Context: an optimization exercise on an open-source flow, tuned for small area and a short achievable clock period. The choices shown serve that exercise and are no tape-out recipe.
Function was checked by simulation only, so behaviour that the tests miss may differ from the original.

==> run a <==
Design servo_top, start of the top module:
module servo_top #(
	parameter int ADC_W     = servo_pkg::ADC_W,
	parameter int SIGNAL_W  = servo_pkg::SIGNAL_W,
	parameter int COEF_W    = servo_pkg::COEF_W,
	parameter int COEF_FRAC = servo_pkg::COEF_FRAC,
	parameter int DAC_W     = servo_pkg::DAC_W
) (
	input  logic                          clk1,
	input  logic                          i_rst_n,
	input  logic                          i_wb_cyc,
	input  logic                          i_wb_stb,
	input  logic                          i_wb_we,
	input  logic [servo_pkg::WB_AW-1:0]   i_wb_adr,
	input  logic [servo_pkg::WB_DW-1:0]   i_wb_dat,
	output logic [servo_pkg::WB_DW-1:0]   o_wb_dat,
	output logic                          o_wb_ack,
	input  logic signed [ADC_W-1:0]       i_adc0,
	input  logic signed [ADC_W-1:0]       i_adc1,
	input  logic                          i_sample_valid,
	output logic signed [DAC_W-1:0]       o_dac_word,
	output logic                          o_dac_valid,
	output logic signed [SIGNAL_W-1:0]    o_error,
	output logic [1:0]                    o_afe_gain0,
	output logic [1:0]                    o_afe_gain1
);
export LEC_CHECK = 0
export CAP_MARGIN = 20
export CORE_MARGIN = 2
export CORE_UTILIZATION = 40
export SLEW_MARGIN = 20
create_clock -name core_clock -period 16.0 [get_ports {clk1}]
standard.sh (not shown) runs the stock make flow with config.mk's settings and CLKGATE_MAP_FILE= SYNTH_SCRIPT=/design/flow/synth_recipe.tcl, a recipe that flattens the netlist after the stock synthesis.
==> flow/flow/run.sh <==
#!/bin/bash
# The standard layout, with port buffers that are plain buffers and timing
# repair that aims for more setup slack than the clock needs. Make's output
# goes to make.log; ORFS keeps each tool's log under orfs/logs.
set -uo pipefail
cd "$(dirname "$0")/.."
bash standard.sh \
  "BUFFER_PORTS_ARGS=-buffer_cell sky130_fd_sc_hd__buf_2" \
  SETUP_SLACK_MARGIN=11.72 CTS_CLUSTER_SIZE=24 CTS_CLUSTER_DIAMETER=150 PLACE_DENSITY=0.8 REMOVE_ABC_BUFFERS=1 \
  finish > make.log 2>&1
status=$?
cp -r orfs/logs logs_orfs 2>/dev/null
exit $status
==> run b: changes against run a <==
--- a/flow/design.v
+++ b/flow/design.v
@@ -32,41 +32,34 @@
 	input  logic                        i_update,
 	input  logic                        i_on,
 	input  logic signed [COEF_W-1:0]    i_a1,
 	input  logic signed [COEF_W-1:0]    i_b0,
 	input  logic signed [COEF_W-1:0]    i_b1,
 	input  logic signed [ADC_W-1:0]     i_sample,
-	output logic signed [SIGNAL_W-1:0]  o_signal,
-	input  logic                        i_park,
-	input  logic [SIGNAL_W-1:0]         i_park_val,
-	output logic [SIGNAL_W-1:0]         o_park
+	output logic signed [SIGNAL_W-1:0]  o_signal
 );
 	localparam int SW = COEF_W + 1;    
 	localparam int AW = 25;            
 	localparam int TW = AW + 4;        
 	logic [SW-1:0]              sa, sb, sc;
 	logic signed [ADC_W-1:0]    x;
 	logic signed [ADC_W-1:0]    xp;
 	logic [AW-1:0]              acc_s, acc_c;
 	logic [3:0]                 low;
-	logic ld_on, ld, sh, pk;
-	logic [SW-1:0] pk_a, pk_b;
-	assign ld_on = i_load & i_on;
-	assign ld = i_load;
-	assign sh = ~i_load & ~i_park;
-	assign pk = i_park;
-	assign pk_a = {i_park_val[2*(SW-7)-1:SW-7], 7'd0};
-	assign pk_b = {i_park_val[SW-8:0], 7'd0};
 	always_ff @(posedge clk1) begin
-		sa <= ({SW{ld_on}} & {i_a1, 1'b0}) | ({SW{pk}} & pk_a) | ({SW{sh}} & {{4{sa[SW-1]}}, sa[SW-1:4]});
-		sb <= ({SW{ld_on}} & {i_b0, 1'b0}) | ({SW{ld & ~i_on}} & SW'(1 << (COEF_FRAC + 1)))
-			| ({SW{pk}} & pk_b) | ({SW{sh}} & {{4{sb[SW-1]}}, sb[SW-1:4]});
-		sc <= ({SW{ld_on}} & {i_b1, 1'b0}) | ({SW{sh}} & {{4{sc[SW-1]}}, sc[SW-1:4]});
-		x <= ({ADC_W{ld}} & i_sample) | ({ADC_W{~ld}} & x);
+		if (i_load) begin
+			sa <= {i_a1 & {COEF_W{i_on}}, 1'b0};
+			sb <= i_on ? {i_b0, 1'b0} : SW'(1 << (COEF_FRAC + 1));
+			sc <= {i_b1 & {COEF_W{i_on}}, 1'b0};
+			x <= i_sample;
+		end else begin
+			sa <= {{4{sa[SW-1]}}, sa[SW-1:4]};
+			sb <= {{4{sb[SW-1]}}, sb[SW-1:4]};
+			sc <= {{4{sc[SW-1]}}, sc[SW-1:4]};
+		end
 	end
-	assign o_park = {sa[SW-1:7], sb[SW-1:7]};
 	logic [2:0] da0, da1, db0, db1, dc0, dc1;    
 	function automatic logic [2:0] booth(input logic [2:0] b);
 		booth[0] = b[1] ^ b[0];
 		booth[1] = b[2] ? (~b[1] & ~b[0]) : (b[1] & b[0]);
 		booth[2] = b[2];
 	endfunction
@@ -140,18 +133,20 @@
 		end else if (y_raw[SIGNAL_W+3]) begin
 			y_sat = {1'b1, {(SIGNAL_W-1){1'b0}}};
 		end else begin
 			y_sat = {1'b0, {(SIGNAL_W-1){1'b1}}};
 		end
 	end
-	logic up, keep;
-	assign up = i_rst_n & i_update;
-	assign keep = i_rst_n & ~i_update;
-	always_ff @(posedge clk1) begin
-		o_signal <= ({SIGNAL_W{up}} & y_sat) | ({SIGNAL_W{keep}} & o_signal);
-		xp <= ({ADC_W{up}} & x) | ({ADC_W{keep}} & xp);
+	always_ff @(posedge clk1 or negedge i_rst_n) begin
+		if (!i_rst_n) begin
+			o_signal <= '0;
+			xp <= '0;
+		end else if (i_update) begin
+			o_signal <= y_sat;
+			xp <= x;
+		end
 	end
 endmodule
 module iir_heap (
 	input  logic [24:0] s_in,
 	input  logic [24:0] c_in,
 	input  logic [24:0] pa0,
@@ -807,15 +802,17 @@
 endmodule
 `timescale 1ns/1ns
 module channel_diff #(
 	parameter int SIGNAL_W = servo_pkg::SIGNAL_W,
 	parameter int DAC_W    = servo_pkg::DAC_W
 ) (
+	input  logic                        clk1,
 	input  logic signed [SIGNAL_W-1:0]  i_sig0,
 	input  logic signed [SIGNAL_W-1:0]  i_sig1,
-	output logic signed [SIGNAL_W-1:0]  o_error_d
+	output logic signed [SIGNAL_W-1:0]  o_error,
+	output logic signed [DAC_W-1:0]     o_dac_word
 );
 	localparam logic signed [SIGNAL_W-1:0] SIG_MAX = {1'b0, {(SIGNAL_W-1){1'b1}}};
 	localparam logic signed [SIGNAL_W-1:0] SIG_MIN = {1'b1, {(SIGNAL_W-1){1'b0}}};
 	logic signed [SIGNAL_W:0]   diff;
 	logic signed [SIGNAL_W-1:0] diff_sat;
 	assign diff = i_sig0 - i_sig1;
@@ -825,13 +822,16 @@
 		end else if (diff[SIGNAL_W]) begin
 			diff_sat = SIG_MIN;
 		end else begin
 			diff_sat = SIG_MAX;
 		end
 	end
-	assign o_error_d = diff_sat;
+	always_ff @(posedge clk1) begin
+		o_error <= diff_sat;
+	end
+	assign o_dac_word = o_error[SIGNAL_W-1 -: DAC_W];
 endmodule
 `timescale 1ns/1ns
 module servo_regs #(
 	parameter int COEF_W = servo_pkg::COEF_W
 ) (
 	input  logic                          clk1,
@@ -865,34 +865,37 @@
 	logic                      rd_hi_q;
 	assign wb_new = i_wb_cyc & i_wb_stb & ~o_wb_ack;
 	assign wr = wb_new & i_wb_we;
 	always_ff @(posedge clk1 or negedge i_rst_n) begin
 		if (!i_rst_n) begin
 			o_wb_ack <= 1'b0;
-			gain_q <= '0;
+			on_q <= '0;
+			a1_0_q <= '0;
+			b0_0_q <= '0;
+			b1_0_q <= '0;
+			a1_1_q <= '0;
+			b0_1_q <= '0;
+			b1_1_q <= '0;
 		end else begin
 			o_wb_ack <= wb_new;
-			if (wr && i_wb_adr == 4'd1) gain_q <= i_wb_dat[5:2];
+			if (wr && i_wb_adr == 4'd1) on_q <= i_wb_dat[1:0];
+			if (wr && i_wb_adr == 4'd2) a1_0_q <= i_wb_dat[COEF_W-1:0];
+			if (wr && i_wb_adr == 4'd3) b0_0_q <= i_wb_dat[COEF_W-1:0];
+			if (wr && i_wb_adr == 4'd4) b1_0_q <= i_wb_dat[COEF_W-1:0];
+			if (wr && i_wb_adr == 4'd5) a1_1_q <= i_wb_dat[COEF_W-1:0];
+			if (wr && i_wb_adr == 4'd6) b0_1_q <= i_wb_dat[COEF_W-1:0];
+			if (wr && i_wb_adr == 4'd7) b1_1_q <= i_wb_dat[COEF_W-1:0];
 		end
 	end
-	logic [6:0] ld, hold;
-	always_comb begin
-		for (int i = 0; i < 7; i++) begin
-			ld[i] = i_rst_n & wr & (i_wb_adr == 4'(i + 1));
-			hold[i] = i_rst_n & ~(wr & (i_wb_adr == 4'(i + 1)));
+	always_ff @(posedge clk1 or negedge i_rst_n) begin
+		if (!i_rst_n) begin
+			gain_q <= '0;
+		end else begin
+			if (wr && i_wb_adr == 4'd1) gain_q <= i_wb_dat[5:2];
 		end
 	end
-	always_ff @(posedge clk1) begin
-		on_q <= ({2{ld[0]}} & i_wb_dat[1:0]) | ({2{hold[0]}} & on_q);
-		a1_0_q <= ({COEF_W{ld[1]}} & i_wb_dat[COEF_W-1:0]) | ({COEF_W{hold[1]}} & a1_0_q);
-		b0_0_q <= ({COEF_W{ld[2]}} & i_wb_dat[COEF_W-1:0]) | ({COEF_W{hold[2]}} & b0_0_q);
-		b1_0_q <= ({COEF_W{ld[3]}} & i_wb_dat[COEF_W-1:0]) | ({COEF_W{hold[3]}} & b1_0_q);
-		a1_1_q <= ({COEF_W{ld[4]}} & i_wb_dat[COEF_W-1:0]) | ({COEF_W{hold[4]}} & a1_1_q);
-		b0_1_q <= ({COEF_W{ld[5]}} & i_wb_dat[COEF_W-1:0]) | ({COEF_W{hold[5]}} & b0_1_q);
-		b1_1_q <= ({COEF_W{ld[6]}} & i_wb_dat[COEF_W-1:0]) | ({COEF_W{hold[6]}} & b1_1_q);
-	end
 	always_comb begin
 		rd_lo = '0;
 		rd_hi = 1'b0;
 		case (i_wb_adr)
 			4'd0: rd_lo = COEF_W'(servo_pkg::FW_VERSION);
 			4'd1: rd_lo = COEF_W'({gain_q, on_q});
@@ -986,20 +989,18 @@
 			o_dac_valid <= 1'b0;
 		end else begin
 			step <= (step == 3'd0) ? {2'b00, i_sample_valid} : step + 3'd1;
 			o_dac_valid <= (step == 3'd7);
 		end
 	end
-	logic load, first, update, park;
+	logic load, first, update;
 	assign load = (step == 3'd0);
 	assign first = (step == 3'd1);
 	assign update = (step == 3'd6);
-	assign park = (step == 3'd7);
 	logic signed [SIGNAL_W-1:0] sig0;
 	logic signed [SIGNAL_W-1:0] sig1;
-	logic signed [SIGNAL_W-1:0] err_d;
 	iir_first_order #(
 		.ADC_W(ADC_W),
 		.SIGNAL_W(SIGNAL_W),
 		.COEF_W(COEF_W),
 		.COEF_FRAC(COEF_FRAC)
 	) iir0_i (
@@ -1010,16 +1011,13 @@
 		.i_update(update),
 		.i_on(filt_on0),
 		.i_a1(a1_0),
 		.i_b0(b0_0),
 		.i_b1(b1_0),
 		.i_sample(i_adc0),
-		.o_signal(sig0),
-		.i_park(park),
-		.i_park_val(err_d),
-		.o_park(o_error)
+		.o_signal(sig0)
 	);
 	iir_first_order #(
 		.ADC_W(ADC_W),
 		.SIGNAL_W(SIGNAL_W),
 		.COEF_W(COEF_W),
 		.COEF_FRAC(COEF_FRAC)
@@ -1031,21 +1029,19 @@
 		.i_update(update),
 		.i_on(filt_on1),
 		.i_a1(a1_1),
 		.i_b0(b0_1),
 		.i_b1(b1_1),
 		.i_sample(i_adc1),
-		.o_signal(sig1),
-		.i_park(1'b0),
-		.i_park_val('0),
-		.o_park()
+		.o_signal(sig1)
 	);
 	channel_diff #(
 		.SIGNAL_W(SIGNAL_W),
 		.DAC_W(DAC_W)
 	) diff_i (
+		.clk1(clk1),
 		.i_sig0(sig0),
 		.i_sig1(sig1),
-		.o_error_d(err_d)
+		.o_error(o_error),
+		.o_dac_word(o_dac_word)
 	);
-	assign o_dac_word = o_error[SIGNAL_W-1 -: DAC_W];
 endmodule
==> flow/flow/run.sh (replaced) <==
#!/bin/bash
# The standard layout, with port buffers that are plain buffers and timing
# repair that aims for more setup slack than the clock needs. Make's output
# goes to make.log; ORFS keeps each tool's log under orfs/logs.
set -uo pipefail
cd "$(dirname "$0")/.."
bash standard.sh \
  "BUFFER_PORTS_ARGS=-buffer_cell sky130_fd_sc_hd__buf_2" \
  SETUP_SLACK_MARGIN=11.8 CTS_CLUSTER_SIZE=20 CTS_CLUSTER_DIAMETER=150 \
  finish > make.log 2>&1
status=$?
cp -r orfs/logs logs_orfs 2>/dev/null
exit $status
==> qor summary <==
Status: run a no timing/DRC/antenna violations; run b no timing/DRC/antenna violations
Number of clock buffers in the layout: run a 32; run b 49
Area used by multi-input combinational logic: run a 0.01804 sq mm; run b 0.01865 sq mm
Critical Path Max Stage Delay: run a 0.43 ns; run b 0.46 ns
Floorplan die height: run a 277.5 um; run b 283.9 um
Multi-Input Combinational: run a 1984; run b 2064
Amount of wire on met2 after detailed routing: run a 37.05 mm; run b 39.19 mm
Proportion of cell area occupied by registers: run a 30.59%; run b 32.56%
Detailed-routed wire length on met3: run a 6.250 mm; run b 3.922 mm
Register cell area after layout: run a 0.009886 sq mm; run b 0.01134 sq mm
Arrival time worst endpoint: run a 1.18 ns; run b 1.25 ns
Portion of synthesized cell area occupied by the leading cell type: run a 28.71%; run b 16.42%
Post-layout min period: run a 4.382 ns; run b 4.452 ns
Worst Hold Path EP: run a iir1_i.sa[12]; run b iir1_i.sa[4]

[what the ideal ports hide]
How much do the figures lean on ideal ports? The routed layouts below were timed once more, with nothing changed but the port constraints. Step 1: set_driving_cell puts a clkbuf_16 on clk1 and a buf_2 on each other input, an assumption about the parent block. Step 2 times the ports against the registers' clock, not the clock port: input delays grow and output delays shrink by t, the midpoint of the rising clock arrivals with the driver on. Slacks: ideal ports / drivers / drivers and shift; pairs: ideal ports / drivers.
run	shift t [ns]	setup WS [ns]	clock arrival spread, ns	worst register clock-pin slew, ns
run a	0.631	11.618 / 11.559 / 11.139	0.033 / 0.034	0.11 / 0.11
run b	0.683	11.548 / 11.487 / 11.154	0.064 / 0.064	0.11 / 0.11
After both steps setup and hold are still met in every run listed. The setup slack of run a, which loses most, moves by -0.059 ns with the drivers and by -0.479 ns with both steps.
